Background: an optimization exercise with open tools, aiming at a short achievable clock period and few clock cycles. Do not read the settings as production practice.

==> fjord <==
## qsim_top
module qsim_top (
  input  logic                    clk,
  input  logic                    reset_n,
  input  logic                    dut_valid,
  output logic                    dut_ready,
  output logic [16-1:0] input_rd_addr,
  output logic                    input_wr_en,
  output logic [16-1:0] input_wr_addr,
  output logic [32-1:0] input_wr_data,
  input  logic [32-1:0] input_rd_data,
  output logic [16-1:0] scratch_rd_addr,
  output logic                    scratch_wr_en,
  output logic [16-1:0] scratch_wr_addr,
  output logic [32-1:0] scratch_wr_data,
  input  logic [32-1:0] scratch_rd_data,
  output logic [16-1:0] gates_rd_addr,
  input  logic [32-1:0] gates_rd_data,
  output logic                    out_wr_en,
  output logic [16-1:0] out_wr_addr,
  output logic [32-1:0] out_wr_data
);
make LEC_CHECK=0 ABC_CLOCK_PERIOD_IN_PS=1500 CAP_MARGIN=20 CORE_MARGIN=2 CORE_UTILIZATION=55 SETUP_SLACK_MARGIN=5 SLEW_MARGIN=20 finish   # period 7.5 ns
run.sh (not shown) runs the stock make flow with config.mk's settings and CLKGATE_MAP_FILE= SYNTH_SCRIPT=/design/flow/synth_recipe.tcl, a recipe that flattens the netlist after the stock synthesis.
==> inputs of nickel, as changes to fjord <==
--- a/flow/design.v
+++ b/flow/design.v
@@ -11,29 +11,30 @@
   logic [W-1:0] maj;
   assign s   = x ^ y ^ z;
   assign maj = (x & y) | (x & z) | (y & z);
   assign c   = {maj[W-2:0], 1'b0};
 endmodule
 module qsim_add16 (
   input  logic [15:0] a,
   input  logic [15:0] b,
+  input  logic        ci,
   output logic [15:0] y
 );
   logic [15:0] g0, p0, g1, p1, g2, p2, g3, p3, g4;
-  assign g0 = a & b;
   assign p0 = a ^ b;
+  assign g0 = (a & b) | {15'd0, p0[0] & ci};
   assign g1 = g0 | (p0 & {g0[14:0], 1'b0});
   assign p1 = p0 & {p0[14:0], 1'b0};
   assign g2 = g1 | (p1 & {g1[13:0], 2'b0});
   assign p2 = p1 & {p1[13:0], 2'b0};
   assign g3 = g2 | (p2 & {g2[11:0], 4'b0});
   assign p3 = p2 & {p2[11:0], 4'b0};
   assign g4 = g3 | (p3 & {g3[7:0], 8'b0});
-  assign y  = p0 ^ {g4[14:0], 1'b0};
+  assign y  = p0 ^ {g4[14:0], ci};
 endmodule
 module qsim_carry14 (
   input  logic [13:0] a,
   input  logic [13:0] b,
   output logic        co
 );
   logic [13:0] g0, p0, g1, p1, g2, p2, g3, p3, g4;
   assign g0 = a & b;
@@ -77,18 +78,17 @@
   logic [17:0]  a2;
   logic [7:0][17:0]  pp;
   logic [7:0][17:0]  pp_q;
   logic [7:0]        neg_q;
   logic [8:0][W-1:0] v;
   logic [5:0][W-1:0] l1;
   logic [3:0][W-1:0] l2;
   logic [1:0][W-1:0] l3;
-  logic [1:0][W-1:0] l4;
-  logic [1:0][W-1:0] r;
+  logic [2:0][W-1:0] r;
   logic [W-1:0] fs;
   logic [W-1:0] fc;
   assign a1 = {{2{a[15]}}, a};
   assign a2 = {a[15], a, 1'b0};
   for (genvar k = 0; k < 8; k++) begin : g_pp
     logic [17:0] row;
     assign row   = (({18{one[k]}} & a1) | ({18{two[k]}} & a2)) ^ {18{neg[k]}};
     assign pp[k] = {~row[17], row[16:0]};
@@ -104,52 +104,50 @@
               | W'({neg_q[7], 1'b0, neg_q[6], 1'b0, neg_q[5], 1'b0, neg_q[4], 1'b0,
                     neg_q[3], 1'b0, neg_q[2], 1'b0, neg_q[1], 1'b0, neg_q[0]});
   qsim_csa #(W) u_c10 (.x(v[0]),  .y(v[1]),  .z(v[2]),  .s(l1[0]), .c(l1[1]));
   qsim_csa #(W) u_c11 (.x(v[3]),  .y(v[4]),  .z(v[5]),  .s(l1[2]), .c(l1[3]));
   qsim_csa #(W) u_c12 (.x(v[6]),  .y(v[7]),  .z(v[8]),  .s(l1[4]), .c(l1[5]));
   qsim_csa #(W) u_c20 (.x(l1[0]), .y(l1[1]), .z(l1[2]), .s(l2[0]), .c(l2[1]));
   qsim_csa #(W) u_c21 (.x(l1[3]), .y(l1[4]), .z(l1[5]), .s(l2[2]), .c(l2[3]));
   qsim_csa #(W) u_c30 (.x(l2[0]), .y(l2[1]), .z(l2[2]), .s(l3[0]), .c(l3[1]));
-  qsim_csa #(W) u_c40 (.x(l3[0]), .y(l3[1]), .z(l2[3]), .s(l4[0]), .c(l4[1]));
   always_ff @(posedge clk) begin
-    r[0] <= l4[0];
-    r[1] <= l4[1];
+    r[0] <= l3[0];
+    r[1] <= l3[1];
+    r[2] <= l2[3];
   end
-  assign fs = r[0];
-  assign fc = r[1];
+  qsim_csa #(W) u_c40 (.x(r[0]), .y(r[1]), .z(r[2]), .s(fs), .c(fc));
   qsim_carry14 u_lo (.a(fs[13:0]), .b(fc[13:0]), .co(cl));
   assign hs = fs[29:14];
   assign hc = fc[29:14];
 endmodule
 module qsim_cmac (
   input  logic                    clk,
   input  logic [32-1:0] gate_data,
   input  logic [32-1:0] input_data,
   input  logic [32-1:0] scratch_data,
   input  logic                    state_sel,
   input  logic                    fwd1,
   input  logic [32-1:0] fwd1_data,
   input  logic                    fwd2,
   input  logic [32-1:0] fwd2_data,
-  input  logic                    valid2,
-  output logic [16-1:0]  re_s,
-  output logic [16-1:0]  re_c,
-  output logic                    re_b,
-  output logic [16-1:0]  im_s,
-  output logic [16-1:0]  im_c,
-  output logic                    im_b
+  input  logic                    valid3,
+  output logic [16-1:0]  re,
+  output logic [16-1:0]  im
 );
   localparam int AW = 16;
   logic [7:0]              gr_one, gr_two, gr_neg, gi_one, gi_two, gi_neg;
   logic [32-1:0] st;
   logic [AW-1:0] rr_s, rr_c, ii_s, ii_c, ri_s, ri_c, ir_s, ir_c;
   logic          rr_l, ii_l, ri_l, ir_l;
   logic [AW-1:0] re1_s, re1_c, im1_s, im1_c;
   logic [AW-1:0] re2_s, re2_c, im2_s, im2_c;
+  logic [AW-1:0] re_s, re_c, im_s, im_c;
+  logic          re_b, im_b;
+  logic [AW-1:0] re_sum, im_sum;
   qsim_benc u_enc_r (.b(gate_data[31:16]), .one(gr_one), .two(gr_two), .neg(gr_neg));
   qsim_benc u_enc_i (.b(gate_data[15:0]),  .one(gi_one), .two(gi_two), .neg(gi_neg));
   assign st = fwd1 ? fwd1_data :
               fwd2 ? fwd2_data :
               state_sel ? scratch_data : input_data;
   qsim_bmul u_rr (.clk(clk), .a(st[31:16]), .one(gr_one), .two(gr_two), .neg(gr_neg),
                   .hs(rr_s), .hc(rr_c), .cl(rr_l));
   qsim_bmul u_ii (.clk(clk), .a(st[15:0]),  .one(gi_one), .two(gi_two), .neg(gi_neg),
@@ -159,22 +157,28 @@
   qsim_bmul u_ir (.clk(clk), .a(st[31:16]), .one(gi_one), .two(gi_two), .neg(gi_neg),
                   .hs(ir_s), .hc(ir_c), .cl(ir_l));
   qsim_csa #(AW) u_re1 (.x(rr_s),  .y(rr_c), .z(~ii_s), .s(re1_s), .c(re1_c));
   qsim_csa #(AW) u_re2 (.x(re1_s), .y({re1_c[AW-1:1], 1'b1}), .z(~ii_c),
                         .s(re2_s), .c(re2_c));
   qsim_csa #(AW) u_im1 (.x(ri_s),  .y(ri_c), .z(ir_s),  .s(im1_s), .c(im1_c));
   qsim_csa #(AW) u_im2 (.x(im1_s), .y(im1_c), .z(ir_c), .s(im2_s), .c(im2_c));
   always_ff @(posedge clk) begin
-    re_s <= valid2 ? re2_s : '0;
-    re_c <= valid2 ? {re2_c[AW-1:1], rr_l} : '0;
-    re_b <= valid2 & ~ii_l;
-    im_s <= valid2 ? im2_s : '0;
-    im_c <= valid2 ? {im2_c[AW-1:1], ri_l} : '0;
-    im_b <= valid2 & ir_l;
+    re_s <= re2_s;
+    re_c <= {re2_c[AW-1:1], rr_l};
+    re_b <= ~ii_l;
+    im_s <= im2_s;
+    im_c <= {im2_c[AW-1:1], ri_l};
+    im_b <= ir_l;
+  end
+  qsim_add16 u_re (.a(re_s), .b(re_c), .ci(re_b), .y(re_sum));
+  qsim_add16 u_im (.a(im_s), .b(im_c), .ci(im_b), .y(im_sum));
+  always_ff @(posedge clk) begin
+    re <= valid3 ? re_sum : '0;
+    im <= valid3 ? im_sum : '0;
   end
 endmodule
 `default_nettype wire
 `default_nettype none
 module qsim_top (
   input  logic                    clk,
   input  logic                    reset_n,
   input  logic                    dut_valid,
@@ -190,17 +194,17 @@
   output logic [32-1:0] scratch_wr_data,
   input  logic [32-1:0] scratch_rd_data,
   output logic [16-1:0] gates_rd_addr,
   input  logic [32-1:0] gates_rd_data,
   output logic                    out_wr_en,
   output logic [16-1:0] out_wr_addr,
   output logic [32-1:0] out_wr_data
 );
-  localparam int RAW_GAP = 4;
+  localparam int RAW_GAP = 5;
   localparam int AW      = 16;
   logic ready_q;
   logic busy;
   logic done_wb;
   logic accept;
   assign dut_ready = ready_q;
   assign accept    = dut_valid & ready_q;
   always_ff @(posedge clk) begin
@@ -319,17 +323,17 @@
     end
   end
   assign gates_rd_addr   = ga;
   assign input_rd_addr   = {11'd0, ja};
   assign scratch_rd_addr = {12'd0, jc};
   logic        t1_v, t1_first, t1_jl, t1_pe, t1_par;
   logic [3:0]  t1_i;
   logic [15:0] t1_k;
-  logic [7:0]  t2, t3, t4;
+  logic [7:0]  t2, t3, t4, t5;
   logic        t1_kill;
   logic        t1_rowend;
   logic        t1_passend;
   logic        t1_last;
   always_ff @(posedge clk) begin
     if (!reset_n) begin
       t1_v     <= 1'b0;
       t1_first <= 1'b0;
@@ -347,76 +351,70 @@
   assign t1_passend = t1_first ? q0_reg : t1_pe;
   assign t1_kill    = t1_first & mz_reg;
   assign t1_last    = t1_passend & (t1_k == mm1_reg);
   always_ff @(posedge clk) begin
     if (!reset_n) begin
       t2 <= '0;
       t3 <= '0;
       t4 <= '0;
+      t5 <= '0;
     end else begin
       t2 <= {t1_v & ~t1_kill, t1_rowend, t1_par,
              (t1_v & ~t1_kill & t1_last) | t1_kill, t1_i};
       t3 <= t2;
       t4 <= t3;
+      t5 <= t4;
     end
   end
   logic          ta_v, ta_jl, ta_par, ta_done;
   logic [3:0]    ta_i;
   logic          ta_row;
-  logic [AW-1:0] re_s, re_c, im_s, im_c;
-  logic          re_b, im_b;
+  logic [AW-1:0] re, im;
   logic          fwd1_q, fwd2_q;
   logic          we_out, we_scr, we_in;
   logic [31:0]   wd_f, wd_fd;
   logic [3:0]    wa_f;
   logic          wd_par;
-  assign ta_v    = t4[7];
-  assign ta_jl   = t4[6];
-  assign ta_par  = t4[5];
-  assign ta_done = t4[4];
-  assign ta_i    = t4[3:0];
+  assign ta_v    = t5[7];
+  assign ta_jl   = t5[6];
+  assign ta_par  = t5[5];
+  assign ta_done = t5[4];
+  assign ta_i    = t5[3:0];
   assign ta_row  = ta_v & ta_jl;
   always_ff @(posedge clk) begin
     fwd1_q <= ta_row & (ta_i == jc) & (ta_par != kc[0]);
     fwd2_q <= we_out & (wa_f == jc) & (wd_par != kc[0]);
   end
   qsim_cmac u_cmac (
     .clk          (clk),
     .gate_data    (gates_rd_data),
     .input_data   (input_rd_data),
     .scratch_data (scratch_rd_data),
     .state_sel    (t1_par),
     .fwd1         (fwd1_q),
     .fwd1_data    (wd_f),
     .fwd2         (fwd2_q),
     .fwd2_data    (wd_fd),
-    .valid2       (t3[7]),
-    .re_s         (re_s),
-    .re_c         (re_c),
-    .re_b         (re_b),
-    .im_s         (im_s),
-    .im_c         (im_c),
-    .im_b         (im_b)
+    .valid3       (t4[7]),
+    .re           (re),
+    .im           (im)
   );
   logic          clr_re, keep_im;
   logic [AW-1:0] base_re, base_im;
   logic [AW-1:0] acc_re, acc_im;
-  logic [AW-1:0] cr_s, cr_c, ci_s, ci_c;
   logic [AW-1:0] sum_re, sum_im;
   logic [31:0]   sum;
   logic [31:0]   wd_o, wd_s, wd_i;
   logic [3:0]    wa_o, wa_s;
   logic [4:0]    wai;
   assign base_re = acc_re & {AW{~clr_re}};
   assign base_im = acc_im & {AW{keep_im}};
-  qsim_csa #(AW) u_acc_re (.x(base_re), .y(re_s), .z(re_c), .s(cr_s), .c(cr_c));
-  qsim_csa #(AW) u_acc_im (.x(base_im), .y(im_s), .z(im_c), .s(ci_s), .c(ci_c));
-  qsim_add16 u_add_re (.a(cr_s), .b({cr_c[AW-1:1], re_b}), .y(sum_re));
-  qsim_add16 u_add_im (.a(ci_s), .b({ci_c[AW-1:1], im_b}), .y(sum_im));
+  qsim_add16 u_add_re (.a(base_re), .b(re), .ci(1'b0), .y(sum_re));
+  qsim_add16 u_add_im (.a(base_im), .b(im), .ci(1'b0), .y(sum_im));
   assign sum = {sum_re, sum_im};
   always_ff @(posedge clk) begin
     acc_re  <= sum_re;
     acc_im  <= sum_im;
     clr_re  <= ta_row | ~busy;
     keep_im <= ~ta_row & busy;
     wd_o    <= sum;
     wd_s    <= sum & {32{~ta_par}};
Settings changed: CORE_UTILIZATION 55 to 45, CTS_CLUSTER_DIAMETER from default to 100, CTS_CLUSTER_SIZE from default to 20.
==> qor summary <==
Seq cells: fjord 1,174; nickel 1,290
Routed Wire Length: fjord 313,000 um; nickel 311,000 um
Launch point of the worst hold path: fjord wd_f[26]$_DFF_P_; nickel u_cmac.u_ir.pp_q[1]$_DFF_P_
Final hold slack: fjord 0.352 ns; nickel 0.331 ns
CTS Sinks: fjord 1,174; nickel 1,290
Core region area: fjord 119,000 um2; nickel 161,000 um2
Chip width: fjord 351 um; nickel 406 um
Clock edge transition at the registers on the reported setup and hold paths: fjord 0.06 ns; nickel 0.09 ns
Row count: fjord 127; nickel 147
Area fraction in and, or, nand and nor cells after synthesis: fjord 12.3%; nickel 12.1%
Length in cells of the worst reg-to-reg path: fjord 11; nickel 12
Run status: fjord no timing/DRC/antenna violations; nickel no timing/DRC/antenna violations
Kind of capture point of the worst setup path: fjord flip-flop; nickel output pin
No run of this note included a check of the RTL's function; only the layout flow was run.

## what the ideal ports hide
The flow's constraints put no driver on any port. The routed layouts listed below were extracted and timed again, unchanged, in two steps. Step 1 assumes that a clkbuf_16 drives the clock port and a buf_2 every other input. Step 2 moves the port delays by t, midway between the first and last clock arrival at a register: inputs arrive t later, outputs are due t later. That takes back most of the time a late clock gives input paths. Slacks: ideal ports / drivers / drivers and shift; pairs: ideal ports / drivers.
run	shift t [ns]	setup WS [ns]	clock arrival spread, ns	worst register clock-pin slew, ns	pins driven straight from the clock port
fjord	0.860	4.488 / 4.488 / 4.029	0.034 / 0.034	0.07 / 0.07	1
nickel	0.853	4.747 / 4.653 / 4.102	0.061 / 0.062	0.11 / 0.11	1
After both steps every run listed still meets setup and hold. The setup slack of nickel, which loses most, moves by -0.094 ns with the drivers and by -0.645 ns with both steps.
